What follows belongs to an exercise in optimizing a design on an open flow for small area, a short achievable clock period and few clock cycles; a production flow would make more cautious choices.
In this exercise RTL edits were held to simulation tests only and were not proved equivalent to the original.

==> flow/design.v (excerpt) <==
module comp_step_engine #(
    parameter int STATE_BYTES = 16,
    parameter int ROM_BYTES   = 82,
    parameter int ADDR_W      = 8,
    parameter int CNT_W       = 8
) (
    input  logic                     clk,
    input  logic                     rst,
    input  logic [8*ROM_BYTES-1:0]   rom,
    input  logic                     cmd_valid,
    output logic                     cmd_ready,
    input  logic [1:0]               cmd_op,
    input  logic                     cmd_rule,
    input  logic [ADDR_W-1:0]        cmd_addr,
    input  logic [CNT_W-1:0]         cmd_count,
    output logic                     busy,
    output logic                     done,
    output logic                     match,
    output logic                     err,
    output logic [8*STATE_BYTES-1:0] state_out
);
Size in the first run: about 5400 cells after synthesis, about 150 flip-flops, roughly 810 I/O pins, roughly 0.037 sq mm of cells after synthesis.
clock: 10.0 ns
lec_check: 0
cap_margin: 30
cell_pad_in_sites_detail_placement: 1
core_margin: 2
core_utilization: 35
setup_slack_margin: 4
slew_margin: 30
synth_hierarchical: 1
standard.sh (not shown) runs the stock make flow with config.mk's settings and CLKGATE_MAP_FILE= SYNTH_SCRIPT=/design/flow/synth_recipe.tcl, a recipe that flattens the netlist after the stock synthesis.
==> flow/flow/run.sh <==
#!/bin/bash
set -euo pipefail
work=$(pwd)
export FLOW_WORK="$work"
export FLOW_ABC_SCRIPT="$work/flow/area.abc"
bash "$work/standard.sh" SYNTH_SCRIPT="$work/flow/synth_wrap.tcl" \
  BUFFER_PORTS_ARGS="-buffer_cell sky130_fd_sc_hd__buf_1" MATCH_CELL_FOOTPRINT=0 finish > "$work/flow_make.log" 2>&1
==> flow/flow/area.abc <==
&get -n
&st
&dch
&nf -R 1000
&put
==> flow/flow/synth_wrap.tcl <==
proc abc {args} {
  set i [lsearch -exact $args -script]
  set area $args
  if { $i >= 0 } { lset area [expr {$i + 1}] $::env(FLOW_ABC_SCRIPT) }
  yosys abc {*}$args $::env(FLOW_TOP)
  yosys abc {*}$area $::env(FLOW_TOP) %n
}
source $::env(FLOW_WORK)/synth_recipe.tcl
Testbench counts at the start, summed over its fixed seeds: cycles 7,108.
Rerun with:
--- a/flow/design.v
+++ b/flow/design.v
@@ -39,27 +39,26 @@
     assign acc_step  = accept & (cmd_op == OP_STEP);
     assign acc_cmp   = accept & (cmd_op == OP_COMPARE);
     assign done      = done_q;
     assign err       = err_q;
     assign match     = match_q;
     assign state_out = cells_q;
-    localparam int W6 = 79, W65 = 47, W4 = 31, W3 = 23, W2 = 19, W1 = 17;
-    logic [8*W6-1:0]  t6;
+    localparam int W65 = 47, W4 = 31, W3 = 23, W2 = 19, W1 = 17;
     logic [8*W65-1:0] t65_n;
     logic [8*W4-1:0]  t4;
     logic [8*W3-1:0]  t3_n;
     logic [8*W2-1:0]  t2;
     logic [8*W1-1:0]  t1_n;
     logic [STATE_BYTES-1:0] inrange;
-    cse_ao2 #(.W(8*18)) u_s6 (
-        .a(rom[0 +: 8*18]), .b(rom[8*64 +: 8*18]),
-        .sa(~cmd_addr[6]), .sb(cmd_addr[6]), .y(t6[0 +: 8*18]));
-    assign t6[8*18 +: 8*61] = rom[8*18 +: 8*61];
-    cse_aoi2 #(.W(8*W65)) u_s5 (
-        .a(t6[0 +: 8*W65]), .b(t6[8*32 +: 8*W65]),
-        .sa(~cmd_addr[5]), .sb(cmd_addr[5]), .yn(t65_n));
+    wire a6 = cmd_addr[6], a5 = cmd_addr[5];
+    cse_aoi3 #(.W(8*18)) u_s65a (
+        .a(rom[0 +: 8*18]), .b(rom[8*32 +: 8*18]), .c(rom[8*64 +: 8*18]),
+        .sa(~a6 & ~a5), .sb(~a6 & a5), .sc(a6), .yn(t65_n[0 +: 8*18]));
+    cse_aoi2 #(.W(8*29)) u_s65b (
+        .a(rom[8*18 +: 8*29]), .b(rom[8*50 +: 8*29]),
+        .sa(~a5), .sb(a5), .yn(t65_n[8*18 +: 8*29]));
     cse_oai2 #(.W(8*W4)) u_s4 (
         .an(t65_n[0 +: 8*W4]), .bn(t65_n[8*16 +: 8*W4]),
         .sa(cmd_addr[4]), .sb(~cmd_addr[4]), .y(t4));
     cse_aoi2 #(.W(8*W3)) u_s3 (
         .a(t4[0 +: 8*W3]), .b(t4[8*8 +: 8*W3]),
         .sa(~cmd_addr[3]), .sb(cmd_addr[3]), .yn(t3_n));
@@ -130,12 +129,26 @@
             done_d = (rem_q == CNT_W'(ar));
         end else begin
             rem_d  = cmd_count - CNT_W'(a0);
             done_d = accept & ~(acc_step & ~acc_clr & (cmd_count != CNT_W'(a0)));
         end
     end
+    logic [N-1:0]   eqb;
+    logic [N/4-1:0] eq4_n;
+    logic [N/8-1:0] eq8;
+    logic [N/32-1:0] eq32_n;
+    logic [N/64-1:0] eq64;
+    logic           same;
+    cse_xnor  #(.W(N))    u_eq   (.a(cells_q), .b(window), .y(eqb));
+    cse_nand4 #(.W(N/4))  u_eq4  (.a(eqb[0 +: N/4]), .b(eqb[N/4 +: N/4]),
+                                  .c(eqb[N/2 +: N/4]), .d(eqb[3*N/4 +: N/4]), .y(eq4_n));
+    cse_nor2  #(.W(N/8))  u_eq8  (.a(eq4_n[0 +: N/8]), .b(eq4_n[N/8 +: N/8]), .y(eq8));
+    cse_nand4 #(.W(N/32)) u_eq32 (.a(eq8[0 +: N/32]), .b(eq8[N/32 +: N/32]),
+                                  .c(eq8[N/16 +: N/32]), .d(eq8[3*N/32 +: N/32]), .y(eq32_n));
+    cse_nor2  #(.W(N/64)) u_eq64 (.a(eq32_n[0 +: N/64]), .b(eq32_n[N/64 +: N/64]), .y(eq64));
+    assign same = &eq64;
     logic       nrule;
     logic [3:0] nsel;
     assign nrule = run_q ? rule_q : cmd_rule;
     assign nsel  = gens(rem_d, nrule);
     always_ff @(posedge clk or posedge rst) begin
         if (rst) begin
@@ -165,31 +178,24 @@
             err_q   <= 1'b0;
         end else begin
             run_q   <= run_q ? ~done_d : (acc_step & ~done_d);
             cells_q <= cells_d;
             if (run_q || acc_step) rem_q <= rem_d;
             if (acc_step) rule_q <= cmd_rule;
-            if (acc_cmp) match_q <= (cells_q == window);
+            if (acc_cmp) match_q <= same;
             done_q  <= done_d;
             err_q   <= accept & (cmd_op == 2'd3);
         end
     end
 endmodule
 module cse_aoi2 #(parameter int W = 8) (
     input  logic [W-1:0] a, b,
     input  logic         sa, sb,
     output logic [W-1:0] yn
 );
     assign yn = ~((a & {W{sa}}) | (b & {W{sb}}));
-endmodule
-module cse_ao2 #(parameter int W = 8) (
-    input  logic [W-1:0] a, b,
-    input  logic         sa, sb,
-    output logic [W-1:0] y
-);
-    assign y = (a & {W{sa}}) | (b & {W{sb}});
 endmodule
 module cse_aoi3 #(parameter int W = 8) (
     input  logic [W-1:0] a, b, c,
     input  logic         sa, sb, sc,
     output logic [W-1:0] yn
 );
@@ -228,12 +234,24 @@
 module cse_nand4 #(parameter int W = 8) (
     input  logic [W-1:0] a, b, c, d,
     output logic [W-1:0] y
 );
     assign y = ~(a & b & c & d);
 endmodule
+module cse_xnor #(parameter int W = 8) (
+    input  logic [W-1:0] a, b,
+    output logic [W-1:0] y
+);
+    assign y = ~(a ^ b);
+endmodule
+module cse_nor2 #(parameter int W = 8) (
+    input  logic [W-1:0] a, b,
+    output logic [W-1:0] y
+);
+    assign y = ~(a | b);
+endmodule
 module cse_nand2 #(parameter int W = 8) (
     input  logic [W-1:0] a,
     input  logic         s,
     output logic [W-1:0] y
 );
     assign y = ~(a & {W{s}});
After rerunning:
- setup slack gets better by 180 ps
- core utilization rises by 0.52 points
- die area falls by a few percent
- clock skew barely changes
- flip-flop and latch count is unchanged
- cell area falls slightly
Testbench counts after the change, summed over its fixed seeds: cycles 7,108.

[afterwards: timing with drivers on the ports]
The results above use ideal ports. As a check the final layouts listed here were re-extracted and re-timed, cells and wires unchanged.
Step 1 assumes that a clkbuf_16 drives the clock port and a buf_2 every other input.
Step 2 also shifts input and output timing later by t, the mid clock arrival at the registers, as if the neighbouring blocks saw the same clock.
a / b / c = no drivers / after step 1 / after step 2; a / b = the first two.
run | t (ns) | setup WS [ns] | latest minus earliest clock arrival (ns)
the first run | 0.557 | 3.667 / 3.684 / 3.127 | 0.018 / 0.018
the second run | 0.564 | 3.851 / 3.891 / 3.327 | 0.018 / 0.018
After both steps setup and hold are still met in every run listed. The setup slack of the first run, which loses most, moves by +0.017 ns with the drivers and by -0.540 ns with both steps.
